Context: an optimization exercise on an open-source flow, tuned for small area and a short achievable clock period. The choices shown serve that exercise and are no tape-out recipe.
The RTL was checked by simulation tests, not by an equivalence proof against the original design.
Power is estimated from default activity; no workload was simulated.

$ cat design.v
module k423_if_ras_stk #(
  parameter int RAS_DEPTH = 16,
  parameter int RAS_PTR_W = $clog2(RAS_DEPTH),
  parameter int XLEN      = 32,
  parameter int CNT_W     = $clog2(RAS_DEPTH+1),
  parameter int RC_EN     = 0
) (
  input  logic                      clk_i,
  input  logic                      rst_i,
  input  logic                      fire_i,
  input  logic                      call_i,
  input  logic                      ret_i,
  input  logic [XLEN-1:0]           pc_i,
  input  logic                      ld_i,
  input  logic [RAS_DEPTH*XLEN-1:0] ld_ent_i,
  input  logic [RAS_DEPTH*8-1:0]    ld_rc_i,
  input  logic [RAS_PTR_W-1:0]      ld_ptr_i,
  input  logic [CNT_W-1:0]          ld_cnt_i,
  output logic [RAS_DEPTH*XLEN-1:0] nxt_ent_o,
  output logic [RAS_DEPTH*8-1:0]    nxt_rc_o,
  output logic [RAS_PTR_W-1:0]      nxt_ptr_o,
  output logic [CNT_W-1:0]          nxt_cnt_o,
  output logic [XLEN-1:0]           top_o,
  output logic [CNT_W-1:0]          cnt_o
);
  logic [RAS_DEPTH*XLEN-1:0] ent_q;
  logic [RAS_DEPTH*8-1:0]    rc_q;
  logic [RAS_PTR_W-1:0]      ptr_q;
  logic [CNT_W-1:0]          cnt_q;
  logic [RAS_DEPTH*XLEN-1:0] ent_n;
  logic [RAS_DEPTH*8-1:0]    rc_n;
  logic [RAS_PTR_W-1:0]      ptr_n;
  logic [CNT_W-1:0]          cnt_n;
  logic [XLEN-1:0]      ra;
  logic [RAS_PTR_W-1:0] up;
  logic [XLEN-1:0]      top_ent;
  logic [7:0]           top_rc;
  logic                 bump;
  logic                 unwind;
  assign ra      = pc_i + 4;
  assign up      = ptr_q + 1'b1;
  assign top_ent = ent_q[ptr_q*XLEN +: XLEN];
  assign top_rc  = rc_q[ptr_q*8 +: 8];
  assign bump    = (RC_EN != 0) && (cnt_q != '0) && (top_ent == ra) && (top_rc != 8'hFF);
  assign unwind  = (RC_EN != 0) && (cnt_q != '0) && (top_rc != 8'h00);
  always_comb begin
    ent_n = ent_q;
    rc_n  = rc_q;
    ptr_n = ptr_q;
    cnt_n = cnt_q;
    if (fire_i) begin
      if (call_i && !ret_i) begin
        if (bump) begin
          for (int i = 0; i < RAS_DEPTH; i++)
            if (ptr_q == i) rc_n[i*8 +: 8] = top_rc + 8'd1;
        end else begin
          ptr_n = up;
          for (int i = 0; i < RAS_DEPTH; i++)
            if (up == i) begin
              ent_n[i*XLEN +: XLEN] = ra;
              rc_n[i*8 +: 8]        = 8'h00;
            end
          if (cnt_q != RAS_DEPTH)
            cnt_n = cnt_q + 1'b1;
        end
      end else if (ret_i && !call_i) begin
        if (unwind) begin
          for (int i = 0; i < RAS_DEPTH; i++)
            if (ptr_q == i) rc_n[i*8 +: 8] = top_rc - 8'd1;
        end else if (cnt_q != '0) begin
          ptr_n = ptr_q - 1'b1;
          cnt_n = cnt_q - 1'b1;
        end
      end else if (call_i && ret_i) begin
        for (int i = 0; i < RAS_DEPTH; i++)
          if (ptr_q == i || (cnt_q == '0 && up == i)) begin
            ent_n[i*XLEN +: XLEN] = ra;
            rc_n[i*8 +: 8]        = 8'h00;
          end
        if (cnt_q == '0) begin
          ptr_n = up;
          cnt_n = 1'b1;
        end
      end
    end
  end
  always_ff @(posedge clk_i or posedge rst_i) begin
    if (rst_i) begin
      ent_q <= '0;
      rc_q  <= '0;
      ptr_q <= RAS_DEPTH-1;
      cnt_q <= '0;
    end else if (ld_i) begin
      ent_q <= ld_ent_i;
      rc_q  <= ld_rc_i;
      ptr_q <= ld_ptr_i;
      cnt_q <= ld_cnt_i;
    end else begin
      ent_q <= ent_n;
      rc_q  <= rc_n;
      ptr_q <= ptr_n;
      cnt_q <= cnt_n;
    end
  end
  assign nxt_ent_o = ent_n;
  assign nxt_rc_o  = rc_n;
  assign nxt_ptr_o = ptr_n;
  assign nxt_cnt_o = cnt_n;
  assign top_o     = top_ent;
  assign cnt_o     = cnt_q;
endmodule
module k423_if_ras #(
  parameter int RAS_DEPTH = 16,
  parameter int RAS_PTR_W = $clog2(RAS_DEPTH)
) (
  input  logic                            clk_i,
  input  logic                            rst_i,
  input  logic                            flush_i,
  input  logic                            if_vld_i,
  input  logic [32-1:0]           if_pc_i,
  input  logic                            dec_call_i,
  input  logic                            dec_ret_i,
  input  logic                            cmt_vld_i,
  input  logic [32-1:0]           cmt_pc_i,
  input  logic                            cmt_call_i,
  input  logic                            cmt_ret_i,
  output logic                            ras_vld_o,
  output logic [32-1:0]           ras_tgt_o,
  output logic [$clog2(RAS_DEPTH+1)-1:0]  ras_cnt_o
);
  localparam int XLEN  = 32;
  localparam int CNT_W = $clog2(RAS_DEPTH+1);
  localparam int RC_EN = 1;
  logic [RAS_DEPTH*XLEN-1:0] cmt_ent_d;
  logic [RAS_DEPTH*8-1:0]    cmt_rc_d;
  logic [RAS_PTR_W-1:0]      cmt_ptr_d;
  logic [CNT_W-1:0]          cmt_cnt_d;
  logic [RAS_DEPTH*XLEN-1:0] spec_ent_d_unused;
  logic [RAS_DEPTH*8-1:0]    spec_rc_d_unused;
  logic [RAS_PTR_W-1:0]      spec_ptr_d_unused;
  logic [CNT_W-1:0]          spec_cnt_d_unused;
  logic [XLEN-1:0]           cmt_top_unused;
  logic [CNT_W-1:0]          cmt_cnt_unused;
  logic [CNT_W-1:0]          spec_cnt;
  k423_if_ras_stk #(
    .RAS_DEPTH(RAS_DEPTH), .RAS_PTR_W(RAS_PTR_W), .XLEN(XLEN), .CNT_W(CNT_W), .RC_EN(RC_EN)
  ) u_cmt (
    .clk_i    (clk_i),
    .rst_i    (rst_i),
    .fire_i   (cmt_vld_i),
    .call_i   (cmt_call_i),
    .ret_i    (cmt_ret_i),
    .pc_i     (cmt_pc_i),
    .ld_i     (1'b0),
    .ld_ent_i ('0),
    .ld_rc_i  ('0),
    .ld_ptr_i ('0),
    .ld_cnt_i ('0),
    .nxt_ent_o(cmt_ent_d),
    .nxt_rc_o (cmt_rc_d),
    .nxt_ptr_o(cmt_ptr_d),
    .nxt_cnt_o(cmt_cnt_d),
    .top_o    (cmt_top_unused),
    .cnt_o    (cmt_cnt_unused)
  );
  k423_if_ras_stk #(
    .RAS_DEPTH(RAS_DEPTH), .RAS_PTR_W(RAS_PTR_W), .XLEN(XLEN), .CNT_W(CNT_W), .RC_EN(RC_EN)
  ) u_spec (
    .clk_i    (clk_i),
    .rst_i    (rst_i),
    .fire_i   (if_vld_i),
    .call_i   (dec_call_i),
    .ret_i    (dec_ret_i),
    .pc_i     (if_pc_i),
    .ld_i     (flush_i),
    .ld_ent_i (cmt_ent_d),
    .ld_rc_i  (cmt_rc_d),
    .ld_ptr_i (cmt_ptr_d),
    .ld_cnt_i (cmt_cnt_d),
    .nxt_ent_o(spec_ent_d_unused),
    .nxt_rc_o (spec_rc_d_unused),
    .nxt_ptr_o(spec_ptr_d_unused),
    .nxt_cnt_o(spec_cnt_d_unused),
    .top_o    (ras_tgt_o),
    .cnt_o    (spec_cnt)
  );
  assign ras_vld_o = (spec_cnt != '0);
  assign ras_cnt_o = spec_cnt;
endmodule
$ cat config.mk
export PLATFORM = sky130hd
export DESIGN_NAME = k423_if_ras
export DESIGN_NICKNAME = k423_if_ras
export VERILOG_FILES = /design/flow/design.v
export SDC_FILE = /design/flow/constraint.sdc
export NUM_CORES = 4
export LEC_CHECK = 0
export CAP_MARGIN = 20
export CORE_MARGIN = 2
export CORE_UTILIZATION = 40
export SLEW_MARGIN = 20
$ cat run.sh
#!/bin/bash
# synth_recipe.tcl (not shown) runs the flow's synth.tcl, then flattens the netlist and writes it again
# the make line also repeats each setting of config.mk as NAME=value (left out here)
make -C /OpenROAD-flow-scripts/flow DESIGN_CONFIG=/design/flow/config.mk WORK_HOME=/design/flow/orfs CLKGATE_MAP_FILE= SYNTH_SCRIPT=/design/flow/synth_recipe.tcl finish
$ cat constraint.sdc
create_clock -name core_clock -period 7.0 [get_ports {clk_i}]
set_input_delay 1.4000 -clock core_clock [delete_from_list [all_inputs] [get_ports {clk_i}]]
set_output_delay 1.4000 -clock core_clock [all_outputs]
set_load 0.01 [all_outputs]
==> notes.md <==
==> path summary, 6_finish.rpt <==
| check | startpoint | to | slack (ns) | depth (start not counted) |
|---|---|---|---|---|
| max | u_cmt.ptr_q[1] | u_spec.rc_q[12] | 0.59 | 15 |
| min | u_spec.ent_q[318] | u_spec.ent_q[318] | 0.47 | 2 |
| max reg2reg | u_cmt.ptr_q[1] | u_spec.rc_q[12] | 0.59 | 15 |
| min reg2reg | u_spec.ent_q[318] | u_spec.ent_q[318] | 0.47 | 2 |
| max in group asynchronous | rst_i | u_cmt.ent_q[422] | 4.29 | 4 |
| min in group asynchronous | rst_i | u_cmt.rc_q[52] | 1.13 | 2 |
==> stage by stage <==
step                      setup TNS, ns  setup WS, ns    util
after floorplan                       -        -12.34       -
after global placement         -0.02402      -0.02402  0.4335
after detailed placement        -0.2869      -0.09483  0.4336
after CTS                             0        0.7160  0.4612
after global routing                  0        0.5114  0.4613
final                                 0        0.5931  0.4614
==> metal layers <==
metal	part of all wire	track usage
met1	0.39	0.4386
met2	0.44	0.4977
met3	0.099	0.07460
met4	0.079	0.2252
met5	0.00013	0
==> power breakdown <==
part | leakage, µW | switching (µW) | internal, µW
registers | 0.0162 | 2150 | 10500
clock network | 0.00243 | 3390 | 4680
logic | 0.0161 | 11000 | 7870
total | 0.0347 | 16500 | 23000
==> worst max-delay path, delay by kind of cell (launching register included) <==
kind | cells | cell delay [ns]
buffers and inverters | 4 | 1.11
and+or+nand+nor | 5 | 1.51
muxes | 1 | 0.61
DFF | 1 | 1.25
AOI/OAI and AO/OA | 5 | 1.73
==> cell type report <==
class / instances / area [µm²] / area share
multi-input cells: 4958 / 37380 / 0.4493
well taps: 2370 / 2965 / 0.03564
clock buffers: 215 / 4323 / 0.05195
inverters: 61 / 232.7 / 0.002797
flip-flops and latches: 1298 / 32510 / 0.3907
clock inverters: 45 / 654.4 / 0.007864
diodes: 4 / 10.01 / 0.0001203
repair buffers: 505 / 5135 / 0.06171
==> flip-flops by register name, summed over array words and instances, names as in the netlist <==
name          cells
u_cmt.ent_q     512
u_spec.ent_q    512
u_cmt.rc_q      128
u_spec.rc_q     128
u_cmt.cnt_q       5
u_spec.cnt_q      5
u_cmt.ptr_q       4
u_spec.ptr_q      4
==> placed cells by master (no fill, tap or decap), types with 51 or more instances in the layout <==
master	count
nor2_1	380
o21a_1	67
xnor2_1	51
o211ai_1	79
nand3_1	91
a31oi_1	95
a21o_1	65
o31ai_1	51
nand2_1	824
mux2_2	396
mux2_4	53
buf_12	86
o21ai_0	629
clkdlybuf4s50_1	106
nor2b_1	56
mux4_2	337
and2_1	53
buf_4	310
nor3_1	72
dfrtp_1	1290
a21oi_1	602
clkbuf_16	154
inv_1	53
a22oi_1	103
a221o_1	76
==> cells by family after synthesis <==
family | Yosys count | share of synthesized area
buf+inv | 677 | 0.04063
mux | 841 | 0.1853
simple gates | 1758 | 0.1092
compound gates | 2226 | 0.1967
flops | 1298 | 0.4490
fa+ha+maj | 31 | 0.005360
xor+xnor | 102 | 0.01390
==> run_results.csv <==
group,metric,value,unit
layout,final_nets,7077,
clocking,insertion_delay,0.84,ns
worst_setup_path,worstSetupEndpointType,"flop",
sta,finalClockSkew,0.06660,ns
clocking,cts.repair.resized,0,
layout,fillerInstances,16695,
sta,timing.fmax,156.1,MHz
worst_setup_path,critPathLaunchType,"flop",
worst_setup_path,path_class,"flop to flop",
global_route,grt_usage,0.3351,
floorplanning,die_w,429.3,µm
worst_setup_path,path_max_fanout,54,
placement,dp.cells,9192,
floorplanning,io_pins,111,
clocking,cts_setup_buffers,0,
synthesis,synth_cells,6933,
detailed_routing,drcViolationCount,0,
layout,fin_area,0.08321,mm²
sta,worst_hold_slack,0.4733,ns
clocking,cts-root-buf,"clkbuf_16",
synthesis,synth_flop_cell,"dfrtp_1",
power_and_ir_drop,p_per_area,475.1,mW/mm²
power_and_ir_drop,ir_drop,0.3507,mV
detailed_routing,wirelength,313800,µm
clocking,h-tree-depth,4,
sta,finalHoldViolCount,0,
global_route,grt_max_degree,169,
synthesis,netlist.area_leader.share,0.4461,
sta,slew_headroom,0.1804,
flow_run,maxCapViolCount,0,
synthesis,synth-async-reset-ratio,1.000,
clocking,cts_buffer_depth,3,
floorplanning,dieArea,0.1843,mm²
worst_setup_path,worstPathRequired,7.69,ns
worst_hold_path,hold_path.class,"flop to flop",
clocking,clk_pin_slew,0.06,ns
detailed_routing,dr.pass1.iters,7,
synthesis,synth_area_per_cell,10.44,µm²
layout,drive_above_1_share,0.2180,
synthesis,syn_area,0.07237,mm²
detailed_routing,ant_nets,0,
sta,period_needed,6.407,ns
sta,setup_viol,0,
layout,final_cells,9456,
synthesis,ys_ff_latch,1298,
synthesis,yosys-top-cells-area,"dfrtp_1 (45%), mux4_2 (10%), mux2_2 (6.2%)",
synthesis,synth_warnings,1,
placement,portBuffers,110,
detailed_routing,wire_per_inst,33.19,µm
sta,period_share,0.9153,
floorplanning,dieHeight,429.3,µm
power_and_ir_drop,leakagePower,0.03471,µW
layout,area_growth,14.98,%
worst_setup_path,crit_path_cell_trace,"buf_12, mux4_2, a2bb2oi_1, a22oi_1, a311o_1, and3_1, and4_1, nand4_1, buf_12, buf_4, nor3_1, buf_4, nand2_1, o211a_1, a221o_1",
worst_setup_path,slowest_delay,1.25,ns
power_and_ir_drop,finalPower,39540,µW
synthesis,yosysMostFrequentCell,"dfrtp_1",
sta,slew_viol_final,0,
synthesis,ys_seq_area_frac,0.4490,
global_route,antenna_found_initial,9,
clocking,clock-sinks,1298,
worst_setup_path,cp_data_arrival_time,7.09,ns
placement,gp_congestion,1.039,
sta,tightest_slew,1.221,ns
clocking,cts_tree,"built",
placement,hpwlAfterDp,213200,µm
global_route,grt_pass1_wl,449200,µm
worst_setup_path,slowest_stage,"dfstp_4",
detailed_routing,drt_iter0_drc,8699,
outcome,outcome,"timing/DRC/antenna clean",
detailed_routing,vias_per_cell,6.635,
clocking,cts_hold_buf,0,
clocking,cts_buffers,149,
synthesis,synthTopCellsByCount,"dfrtp_1 (1290), nand2_1 (839), o21ai_0 (630), a21oi_1 (603), clkbuf_1 (442)",
global_route,grt_pass1_vias,60948,
sta,rsz0062_at_grt,"no",
synthesis,synth_edf_count,0,
synthesis,yosysTopAreaCell,"dfrtp_1",
floorplanning,start_util,0.4012,
global_route,overflow,0,
synthesis,syn_nets,7037,
placement,post_dp_cell_area,0.07821,mm²
floorplanning,core_area,0.1804,mm²
detailed_routing,num_vias,62736,
synthesis,synth_cell_types,102,
floorplanning,rows,156,

[separate check: timing with driven ports]
The results above use ideal ports. As a check the final layout listed here was re-extracted and re-timed, cells and wires unchanged. Step 1, drivers: a clkbuf_16 drives clk_i and a buf_2 each remaining input, both assumed. Step 2 moves the port delays by t, midway between the first and last clock arrival at a register: inputs arrive t later, outputs are due t later. That takes back most of the time a late clock gives input paths. Slacks: ideal ports / drivers / drivers and shift; pairs: ideal ports / drivers.
shift t [ns]: 0.901
setup WS [ns]: 0.593 / 0.593 / -0.195
worst setup path at the end: input to register
worst slew at a driven data input, ns: 0.09
cell pins on the clock port's net: 1
Met with ideal ports but missed after step 2: setup timing in this run. For this run, drivers alone change the setup slack by 0.000 ns; drivers and shift together by -0.788 ns.
